From an optimization exercise on the open Yosys and OpenROAD flow, aimed at small area, a short achievable clock period and few clock cycles per item; shortcuts taken in it are not production practice. No run shown here included a check of the RTL's function; only the layout flow was run.

==> flow/design.v, too long to show whole: its modules and the start of the top module <==
// module hft_macd_engine_mc: 221 lines
// module csa_fast: 1126 lines
// module csa_slow: 1109 lines
// module csa_sig: 1679 lines
// module csa_m3: 444 lines
// module csa_t3: 305 lines
// module adder_sk_51: 628 lines
// module adder_sk_64: 784 lines
// module adder_sk_65: 927 lines
// module macd_fa: 10 lines
// module macd_ha: 9 lines
module hft_macd_engine_mc #(
   parameter int N_CH            = 4,
   parameter int PRICE_W         = 32,
   parameter int FRAC_W          = 16,
   parameter int ALPHA_FAST      = 10181,
   parameter int ALPHA_SLOW      = 4854,
   parameter int ALPHA_SIG       = 13107,
   parameter int HYST            = 0,
   parameter int WARMUP_TICKS    = 26,
   parameter int STOP_LOSS_PTS   = 50,
   parameter int TAKE_PROFIT_PTS = 100
) (
   input  logic                              clk,
   input  logic                              reset,
   input  logic                              tick_valid,
   output logic                              tick_ready,
   input  logic [$clog2(N_CH)-1:0]           tick_ch,
   input  logic signed [PRICE_W-1:0]         tick_price,
   input  logic                              trade_en,
   output logic                              order_valid,
   input  logic                              order_ready,
   output logic [$clog2(N_CH)-1:0]           order_ch,
   output logic [1:0]                        order_side,
   output logic signed [PRICE_W-1:0]         order_price
);
  // ...
==> flow/run.sh <==
#!/bin/bash
# synth_recipe.tcl (not shown) runs the flow's synth.tcl, then flattens the netlist and writes it again
# the make line also repeats each setting of config.mk as NAME=value (left out here)
make -C /OpenROAD-flow-scripts/flow DESIGN_CONFIG=/design/flow/config.mk WORK_HOME=/design/flow/orfs CLKGATE_MAP_FILE= SYNTH_SCRIPT=/design/flow/synth_recipe.tcl finish
==> flow/config.mk <==
export PLATFORM = sky130hd
export DESIGN_NAME = hft_macd_engine_mc
export DESIGN_NICKNAME = hft_macd_engine_mc
export VERILOG_FILES = /design/flow/design.v
export SDC_FILE = /design/flow/constraint.sdc
export NUM_CORES = 4
export LEC_CHECK = 0
export ABC_AREA = 1
export CAP_MARGIN = 60
export CORE_MARGIN = 2
export CORE_UTILIZATION = 60
export SLEW_MARGIN = 60
export SYNTH_HIERARCHICAL = 1
==> flow/constraint.sdc <==
create_clock -name core_clock -period 17.0 [get_ports {clk}]
set_input_delay 3.4000 -clock core_clock [delete_from_list [all_inputs] [get_ports {clk}]]
set_output_delay 3.4000 -clock core_clock [all_outputs]
set_load 0.01 [all_outputs]
==> summary.txt, run 1 <==
Run status
  • Outcome: timing/DRC/antenna clean

Routing
  • Drt initial violations: 6303
  • Drt pass-1 iters: 8
  • Wl on met1: 113 mm
  • Post-DRT Antenna Nets: 0
  • Via Count: 68183
  • Top sig layer: met5

Layout
  • #MultiIn Comb: 6412
  • Fraction of area in registers: 35.9%
  • Max FFs per register: 196
  • Fillers: 13042
  • Registers with the most flip-flops: sig_q (196), fast_q (192), slow_q (192)
  • Layout cells sized above 1: 7.70%
  • Clk cell area share: 4.22%
  • Non-clk invs: 1264

GRT
  • Initial antenna violation count: 5
  • First-pass GRT wire length: 415 mm
  • Grt met3 use: 5.20%

Timing
  • Final setup margin: 10.49 ns
  • RSZ-0062 raised after global routing: false
  • Period utilization: 38.3%

Clocking
  • Clock latency (worst-skew pair): 0.82 ns
  • Max clock buf depth: 3
  • Clock sinks: 1324
  • CTS root buf: clkbuf_16

Min path
  • Hold depth: 0
  • Hold Path Class: register to register
  • Min-delay src: ok2_q

Floorplanning
  • Die Span Y: 414 microns
  • Core area: 0.167 sq mm
  • Die area: 0.172 sq mm

Critical path
  • Cell count along the critical path: 12
  • Register-to-Register Setup Slack: 10.85 ns
  • Slowest cell on crit path: clkdlybuf4s50_1
  • Worst setup endpoint: f1_q[10]

Place
  • DP Wirelength: 210 mm
  • # port buffers: 76
==> module hft_macd_engine_mc, before the edit <==
module hft_macd_engine_mc #(
   parameter int N_CH            = 4,
   parameter int PRICE_W         = 32,
   parameter int FRAC_W          = 16,
   parameter int ALPHA_FAST      = 10181,
   parameter int ALPHA_SLOW      = 4854,
   parameter int ALPHA_SIG       = 13107,
   parameter int HYST            = 0,
   parameter int WARMUP_TICKS    = 26,
   parameter int STOP_LOSS_PTS   = 50,
   parameter int TAKE_PROFIT_PTS = 100
) (
   input  logic                              clk,
   input  logic                              reset,
   input  logic                              tick_valid,
   output logic                              tick_ready,
   input  logic [$clog2(N_CH)-1:0]           tick_ch,
   input  logic signed [PRICE_W-1:0]         tick_price,
   input  logic                              trade_en,
   output logic                              order_valid,
   input  logic                              order_ready,
   output logic [$clog2(N_CH)-1:0]           order_ch,
   output logic [1:0]                        order_side,
   output logic signed [PRICE_W-1:0]         order_price
);
   localparam int CH_W   = $clog2(N_CH);
   localparam int E_W    = PRICE_W + FRAC_W;       
   localparam int M_W    = E_W + 1;                
   localparam int WARM_W = $clog2(WARMUP_TICKS + 1);
   localparam logic [WARM_W-1:0] WARM_MAX = WARM_W'(WARMUP_TICKS);
   localparam logic [1:0] POS_FLAT = 2'd0, POS_LONG = 2'd1, POS_SHORT = 2'd2;
   logic [E_W-1:0]     fast_q  [N_CH];
   logic [E_W-1:0]     slow_q  [N_CH];
   logic [M_W-1:0]     sig_q   [N_CH];
   logic [WARM_W-1:0]  warm_q  [N_CH];     
   logic [1:0]         pos_q   [N_CH];
   logic [PRICE_W-1:0] entry_q [N_CH];
   logic               rdy_q, qf_q;
   logic               v1_q, v2_q, v3_q;
   logic [CH_W-1:0]    ch1_q, ch2_q, ch3_q;
   logic [PRICE_W-1:0] px1_q, px2_q, px3_q;
   logic               te1_q, te2_q, te3_q;
   logic [E_W-1:0]     f1_q, s1_q, f1n_q, s1n_q;    
   logic [WARM_W-1:0]  w1_q;
   logic [E_W-1:0]     f2_q, s2_q;
   logic               first2_q, first3_q, ok2_q, ok3_q;
   logic [M_W+1:0]     m3_3_q;
   logic [M_W-1:0]     g3_q;
   logic [3:0]         fe3_q, fp3_q;
   logic               fwd3_q;
   logic               ov_q;
   logic [CH_W-1:0]    och_q, qch_q;
   logic [1:0]         oside_q, qside_q;
   logic [PRICE_W-1:0] opx_q, qpx_q;
   wire run = !qf_q;
   wire acc = tick_valid && rdy_q;
   assign tick_ready  = rdy_q;
   assign order_valid = ov_q;
   assign order_ch    = och_q;
   assign order_side  = oside_q;
   assign order_price = opx_q;
   logic [63:0]       sf1, ss1;
   logic [E_W-1:0]    fast_n, slow_n;
   logic [WARM_W-1:0] warm_n;
   logic              seen1;
   csa_fast u_fast (.acc(f1_q), .nacc(f1n_q), .px(px1_q), .s(sf1));
   csa_slow u_slow (.acc(s1_q), .nacc(s1n_q), .px(px1_q), .s(ss1));
   always_comb begin
      seen1  = (w1_q != '0);
      fast_n = sf1[63:16];
      slow_n = ss1[63:16];
      warm_n = !seen1 ? WARM_W'(1) : (w1_q == WARM_MAX) ? WARM_MAX : w1_q + 1'b1;
   end
   logic [N_CH-1:0] fwdv, seenv;
   always_comb begin
      for (int i = 0; i < N_CH; i++) begin
         fwdv[i]  = v1_q && (ch1_q == i);
         seenv[i] = (warm_q[i] != '0);
      end
   end
   wire fwd1  = fwdv[tick_ch];
   wire seen0 = seenv[tick_ch];
   wire [E_W-1:0] p0 = {tick_price, {FRAC_W{1'b0}}};
   logic [M_W+1:0]  m3_2;
   logic [PRICE_W-1:0] e2;
   logic signed [PRICE_W:0] de2, dp2;
   logic [3:0]      fe2, fp2;
   csa_m3 u_m3 (.f(f2_q), .s(s2_q), .o(m3_2));
   assign e2    = entry_q[ch2_q];
   assign de2   = $signed({px2_q[PRICE_W-1], px2_q}) - $signed({e2[PRICE_W-1], e2});
   assign dp2   = $signed({px2_q[PRICE_W-1], px2_q}) - $signed({px3_q[PRICE_W-1], px3_q});
   assign fe2 = {de2 >= TAKE_PROFIT_PTS, de2 <= -TAKE_PROFIT_PTS, de2 >= STOP_LOSS_PTS, de2 <= -STOP_LOSS_PTS};
   assign fp2 = {dp2 >= TAKE_PROFIT_PTS, dp2 <= -TAKE_PROFIT_PTS, dp2 >= STOP_LOSS_PTS, dp2 <= -STOP_LOSS_PTS};
   logic [64:0]        sg3;
   logic [M_W-1:0]     sig_n;
   logic [M_W+2:0]     t3a, t3b;
   logic [M_W+2:0]     xp3, xn3;
   logic [1:0]         p3, pos_n;
   logic [3:0]         f3;
   logic               hpos, hneg, hit, is_long, is_short, is_flat, set_entry;
   logic [1:0]         side;
   csa_sig u_sig (.acc(g3_q), .m(m3_3_q), .s(sg3));
   csa_t3 u_t3 (.m(m3_3_q), .g(g3_q), .ra(t3a), .rb(t3b));
   assign xp3 = t3a + t3b - (M_W+3)'(3);    
   assign xn3 = t3a + t3b + (M_W+3)'(5);    
   always_comb begin
      sig_n = sg3[64:16];    
      hpos  = !xp3[M_W+2];
      hneg  = xn3[M_W+2];
      p3    = pos_q[ch3_q];
      f3    = fwd3_q ? fp3_q : fe3_q;
      is_long  = (p3 == POS_LONG);
      is_short = (p3 == POS_SHORT);
      is_flat  = (p3 == POS_FLAT);
      hit   = 1'b1;
      side  = 2'b11;
      pos_n = POS_FLAT;
      set_entry = 1'b0;
      if ((is_long && f3[0]) || (is_short && f3[1])) begin
      end else if ((is_long && f3[3]) || (is_short && f3[2])) begin
      end else if (is_long && hneg) begin
         side = 2'b10;
      end else if (is_short && hpos) begin
         side = 2'b01;
      end else if (is_flat && te3_q && hpos) begin
         side = 2'b01; pos_n = POS_LONG; set_entry = 1'b1;
      end else if (is_flat && te3_q && hneg) begin
         side = 2'b10; pos_n = POS_SHORT; set_entry = 1'b1;
      end else begin
         hit = 1'b0;
      end
      if (!(v3_q && ok3_q)) hit = 1'b0;
   end
   always_ff @(posedge clk) begin
      for (int i = 0; i < N_CH; i++) begin
         if (run && v1_q && ch1_q == i) begin
            fast_q[i] <= fast_n;
            slow_q[i] <= slow_n;
         end
         if (run && v3_q && ch3_q == i) sig_q[i] <= sig_n;
         if (run && v3_q && is_flat && ch3_q == i) entry_q[i] <= px3_q;
      end
   end
   always_ff @(posedge clk or posedge reset) begin
      if (reset) begin
         for (int i = 0; i < N_CH; i++) begin
            warm_q[i] <= '0;
            pos_q[i]  <= POS_FLAT;
         end
      end else begin
         for (int i = 0; i < N_CH; i++) begin
            if (run && v1_q && ch1_q == i) warm_q[i] <= warm_n;
            if (run && hit && ch3_q == i) pos_q[i] <= pos_n;
         end
      end
   end
   always_ff @(posedge clk) begin
      if (run) begin
         ch1_q <= tick_ch;  px1_q <= tick_price;  te1_q <= trade_en;
         f1_q  <= fwd1 ? fast_n : seen0 ? fast_q[tick_ch] : p0;
         s1_q  <= fwd1 ? slow_n : seen0 ? slow_q[tick_ch] : p0;
         f1n_q <= ~(fwd1 ? fast_n : seen0 ? fast_q[tick_ch] : p0);
         s1n_q <= ~(fwd1 ? slow_n : seen0 ? slow_q[tick_ch] : p0);
         w1_q  <= fwd1 ? warm_n : warm_q[tick_ch];
         ch2_q <= ch1_q;    px2_q <= px1_q;       te2_q <= te1_q;
         first2_q <= !seen1; ok2_q <= (warm_n == WARM_MAX);
         f2_q  <= fast_n;   s2_q <= slow_n;
         ch3_q <= ch2_q;    px3_q <= px2_q;       te3_q <= te2_q;
         first3_q <= first2_q; ok3_q <= ok2_q;
         m3_3_q <= m3_2;
         g3_q  <= (v3_q && ch3_q == ch2_q) ? sig_n : first2_q ? '0 : sig_q[ch2_q];
         fe3_q <= fe2;
         fp3_q <= fp2;
         fwd3_q <= v3_q && is_flat && (ch3_q == ch2_q);
      end
   end
   wire pop    = ov_q && order_ready;
   wire neword = run && hit;
   logic qf_n;
   always_comb begin
      if (qf_q) qf_n = !pop;
      else      qf_n = neword && ov_q && !pop;
   end
   always_ff @(posedge clk or posedge reset) begin
      if (reset) begin
         rdy_q <= 1'b0;
         qf_q  <= 1'b0;
         v1_q  <= 1'b0;
         v2_q  <= 1'b0;
         v3_q  <= 1'b0;
         ov_q  <= 1'b0;
      end else begin
         rdy_q <= !qf_n;
         qf_q  <= qf_n;
         if (run) begin
            v1_q <= acc;
            v2_q <= v1_q;
            v3_q <= v2_q;
         end
         if (qf_q) begin
            if (pop) ov_q <= 1'b1;
         end else if (neword) begin
            if (!ov_q || pop) ov_q <= 1'b1;
         end else if (pop) begin
            ov_q <= 1'b0;
         end
      end
   end
   always_ff @(posedge clk) begin
      if (qf_q) begin
         if (pop) begin
            och_q <= qch_q; oside_q <= qside_q; opx_q <= qpx_q;
         end
      end else begin
         if (!ov_q || pop) begin
            och_q <= ch3_q; oside_q <= side; opx_q <= px3_q;
         end
         qch_q <= ch3_q; qside_q <= side; qpx_q <= px3_q;
      end
   end
endmodule
==> inputs of run 2 (changes only) <==
--- a/flow/design.v
+++ b/flow/design.v
@@ -36,10 +36,10 @@
    logic [1:0]         pos_q   [N_CH];
    logic [PRICE_W-1:0] entry_q [N_CH];
    logic               rdy_q, qf_q;
-   logic               v1_q, v2_q, v3_q;
-   logic [CH_W-1:0]    ch1_q, ch2_q, ch3_q;
-   logic [PRICE_W-1:0] px1_q, px2_q, px3_q;
-   logic               te1_q, te2_q, te3_q;
+   logic               v0_q, v1_q, v2_q, v3_q;
+   logic [CH_W-1:0]    ch0_q, ch1_q, ch2_q, ch3_q;
+   logic [PRICE_W-1:0] px0_q, px1_q, px2_q, px3_q;
+   logic               te0_q, te1_q, te2_q, te3_q;
    logic [E_W-1:0]     f1_q, s1_q, f1n_q, s1n_q;    
    logic [WARM_W-1:0]  w1_q;
    logic [E_W-1:0]     f2_q, s2_q;
@@ -78,9 +78,9 @@
          seenv[i] = (warm_q[i] != '0);
       end
    end
-   wire fwd1  = fwdv[tick_ch];
-   wire seen0 = seenv[tick_ch];
-   wire [E_W-1:0] p0 = {tick_price, {FRAC_W{1'b0}}};
+   wire fwd1  = fwdv[ch0_q];
+   wire seen0 = seenv[ch0_q];
+   wire [E_W-1:0] p0 = {px0_q, {FRAC_W{1'b0}}};
    logic [M_W+1:0]  m3_2;
    logic [PRICE_W-1:0] e2;
    logic signed [PRICE_W:0] de2, dp2;
@@ -156,12 +156,13 @@
    end
    always_ff @(posedge clk) begin
       if (run) begin
-         ch1_q <= tick_ch;  px1_q <= tick_price;  te1_q <= trade_en;
-         f1_q  <= fwd1 ? fast_n : seen0 ? fast_q[tick_ch] : p0;
-         s1_q  <= fwd1 ? slow_n : seen0 ? slow_q[tick_ch] : p0;
-         f1n_q <= ~(fwd1 ? fast_n : seen0 ? fast_q[tick_ch] : p0);
-         s1n_q <= ~(fwd1 ? slow_n : seen0 ? slow_q[tick_ch] : p0);
-         w1_q  <= fwd1 ? warm_n : warm_q[tick_ch];
+         ch0_q <= tick_ch;  px0_q <= tick_price;  te0_q <= trade_en;
+         ch1_q <= ch0_q;    px1_q <= px0_q;       te1_q <= te0_q;
+         f1_q  <= fwd1 ? fast_n : seen0 ? fast_q[ch0_q] : p0;
+         s1_q  <= fwd1 ? slow_n : seen0 ? slow_q[ch0_q] : p0;
+         f1n_q <= ~(fwd1 ? fast_n : seen0 ? fast_q[ch0_q] : p0);
+         s1n_q <= ~(fwd1 ? slow_n : seen0 ? slow_q[ch0_q] : p0);
+         w1_q  <= fwd1 ? warm_n : warm_q[ch0_q];
          ch2_q <= ch1_q;    px2_q <= px1_q;       te2_q <= te1_q;
          first2_q <= !seen1; ok2_q <= (warm_n == WARM_MAX);
          f2_q  <= fast_n;   s2_q <= slow_n;
@@ -185,6 +186,7 @@
       if (reset) begin
          rdy_q <= 1'b0;
          qf_q  <= 1'b0;
+         v0_q  <= 1'b0;
          v1_q  <= 1'b0;
          v2_q  <= 1'b0;
          v3_q  <= 1'b0;
@@ -193,7 +195,8 @@
          rdy_q <= !qf_n;
          qf_q  <= qf_n;
          if (run) begin
-            v1_q <= acc;
+            v0_q <= acc;
+            v1_q <= v0_q;
             v2_q <= v1_q;
             v3_q <= v2_q;
          end
==> summary.txt, run 2 <==
Clocking
  • Cts bufs inserted: 147
  • Max clock buf depth: 3 (unchanged)
  • CTS clock-pin slew for the worst setup and hold paths: 0.06 ns
  • Hold_buf cts: 0
  • CTS tree: done
  • CTS root buf: clkbuf_16
  • Clock sinks: 1360 (+2.7%)
  • Post-CTS Setup Bufs: 0
  • H-tree Lvls: 4
  • Clock latency (worst-skew pair): 0.84 ns (+0.02 ns)
  • Cts repair resizes: 0

Layout
  • Max FFs per register: 196 (unchanged)
  • Final nets: 11440
  • Commonest non-fill, non-tap cell in the layout: nand2_1
  • Fillers: 12929 (-0.87%)
  • Most frequent cells in the layout: 2295 x nand2_1, 1335 x fa_1, 1325 x edfxtp_1
  • Registers with the most flip-flops: sig_q (196), fast_q (192), slow_q (192)
  • Area Overhead vs Synth: 9.36%
  • Biggest register: sig_q
  • Area of the multi-input gates: 0.0556 sq mm
  • Fin util: 66.0%
  • Layout cells sized above 1: 7.64% (-0.066 points)
  • Area occupied by registers: 0.0407 sq mm

Critical path
  • CP max FO: 32
  • Worst Setup SP: g3_q[8]
  • Worst setup EP type: register
  • Worst EP arrival: 6.81 ns
  • Register-to-Register Setup Slack: 10.75 ns (-0.10 ns)
  • Worst R2R Start: g3_q[8]
  • Startpoint Class: register
  • Kind of critical path: register to register
  • WP data required: 17.56 ns

GRT
  • Grt total ovfl: 0
  • Largest net degree at the start of global routing: 75
  • Tot GR Track Use: 32.6%
  • Initial antenna violation count: 4 (-1)
  • Number of global-route vias before repair: 70265
  • First-pass GRT wire length: 422 mm (+1.6%)

Routing
  • Post-DRT Antenna Nets: 0 (unchanged)
  • Vias per cell: 5.78
  • Drt pass-1 iters: 5 (-3)
  • WL per Instance: 23.3 microns
  • Via Count: 68568 (+0.56%)
  • Drt initial violations: 5694 (-9.7%)
  • Drt drc: 0
  • Drt total wl: 276 mm

Floorplanning
  • Die Span Y: 417 microns (+0.56%)
  • Die area: 0.174 sq mm (+1.1%)
  • Die W: 417 microns
  • Ports: 77
  • Starting density of the core: 60.4%
  • Rows: 151
  • Core area: 0.169 sq mm (+1.2%)

Synthesis
  • Mapped Area: 0.102 sq mm
  • Yosys warns: 13
  • Cells after Synth: 9312
  • Synthesized area per cell: 11.0 sq um

Min path
  • Min-delay src: px0_q[9]
  • Hold Path Class: register to register

Timing
  • Setup Skew: 0.0541 ns
  • RSZ-0062 raised after global routing: false
  • Period utilization: 36.8% (-1.5 points)
  • Hold Violations, Final: 0
  • Setup Total Neg Slack: 0 ns
  • Worst slew pin tran: 0.671 ns
  • F_max: 160 MHz
  • Max-slew headroom: 54.8%
  • Final min period: 6.25 ns
  • Pins Over Slew Limit: 0
  • Setup violators final: 0

Run status
  • Outcome: timing/DRC/antenna clean

Place
  • DP Wirelength: 213 mm (+1.5%)
  • # port buffers: 76 (unchanged)
  • Routability congestion estimate: 0.953

Job
  • Max cap viols: 0
[run 2: through the flow]
step                      hold WS (ns)  worst slack [ns]  instances  cell area (sq um)
after floorplan                  0.400              7.18       9318             102000
after global placement           0.400             10.74      11433             105000
final                            0.410             10.75      11855             112000
after detailed placement         0.407             10.80      11575             107000
after global routing             0.412             10.49      11854             112000
after CTS                        0.401             10.74      11839             111000
[run 2: final timing paths]
| check | to | cells after the start |
|---|---|---|
| setup reg to reg | g3_q[17] | 19 |
| min in group asynchronous | warm_q[1][3] | 3 |
| max in group asynchronous | qf_q | 3 |
| setup / recovery | g3_q[17] | 19 |
| hold / removal | px1_q[9] | 0 |
| hold reg to reg | px1_q[9] | 0 |
[run 2: layout make-up]
| class | count | area share (%) |
|---|---|---|
| well taps | 2218 | 2.48 |
| multi-input cells | 6435 | 49.7 |
| clock buffers | 172 | 3.41 |
| repair buffers | 307 | 2.72 |
| flip-flops and latches | 1360 | 36.4 |
| inverters | 1270 | 4.27 |
| clock inverters | 92 | 0.970 |
| diodes | 1 | 0.00224 |
[run 2: critical path: stages (launching register included)]
cell and delay, ns:
edfxtp_1 0.46, buf_4 0.22, buf_6 0.14, fa_1 0.49
fa_1 0.57, fa_1 0.46, fa_1 0.60, fa_1 0.43
ha_1 0.32, nand2_1 0.12, inv_1 0.05, nand2_1 0.06
nand2_1 0.05, a21oi_1 0.12, nand2_1 0.34, nand2_1 0.25
nand2_4 0.31, fa_1 0.51, xor2_1 0.20, a32o_1 0.25
[run 2: layer usage]
layer | part of all wire (%) | up-vias | GRT usage [%]
li1 | - | 30975 | -
met1 | 42 | 34490 | 46.2
met2 | 47 | 2675 | 52.1
met3 | 7.8 | 426 | 5.88
met4 | 3.0 | 2 | 9.73
met5 | 0.0072 | - | 0

[what the ideal ports hide]
Ports are ideal in the flow. The routed layouts listed here were re-timed in OpenROAD.
Step 1 assumes that a clkbuf_16 drives the clock port and a buf_2 every other input.
Step 2 moves the port delays by t, midway between the first and last clock arrival at a register: inputs arrive t later, outputs are due t later. That takes back most of the time a late clock gives input paths.
Slacks: no drivers / after step 1 / after step 2; pairs: no drivers / after step 1.
| run | t, ns | setup WS [ns] | slew at the worst register clock pin (ns) |
|---|---|---|---|
| run 1 | 0.888 | 10.491 / 10.556 / 9.668 | 0.07 / 0.07 |
| run 2 | 0.910 | 10.746 / 10.746 / 10.746 | 0.08 / 0.08 |
After both steps every run listed still meets setup and hold. For run 1, which loses most, drivers alone change the setup slack by +0.065 ns; drivers and shift together by -0.823 ns.
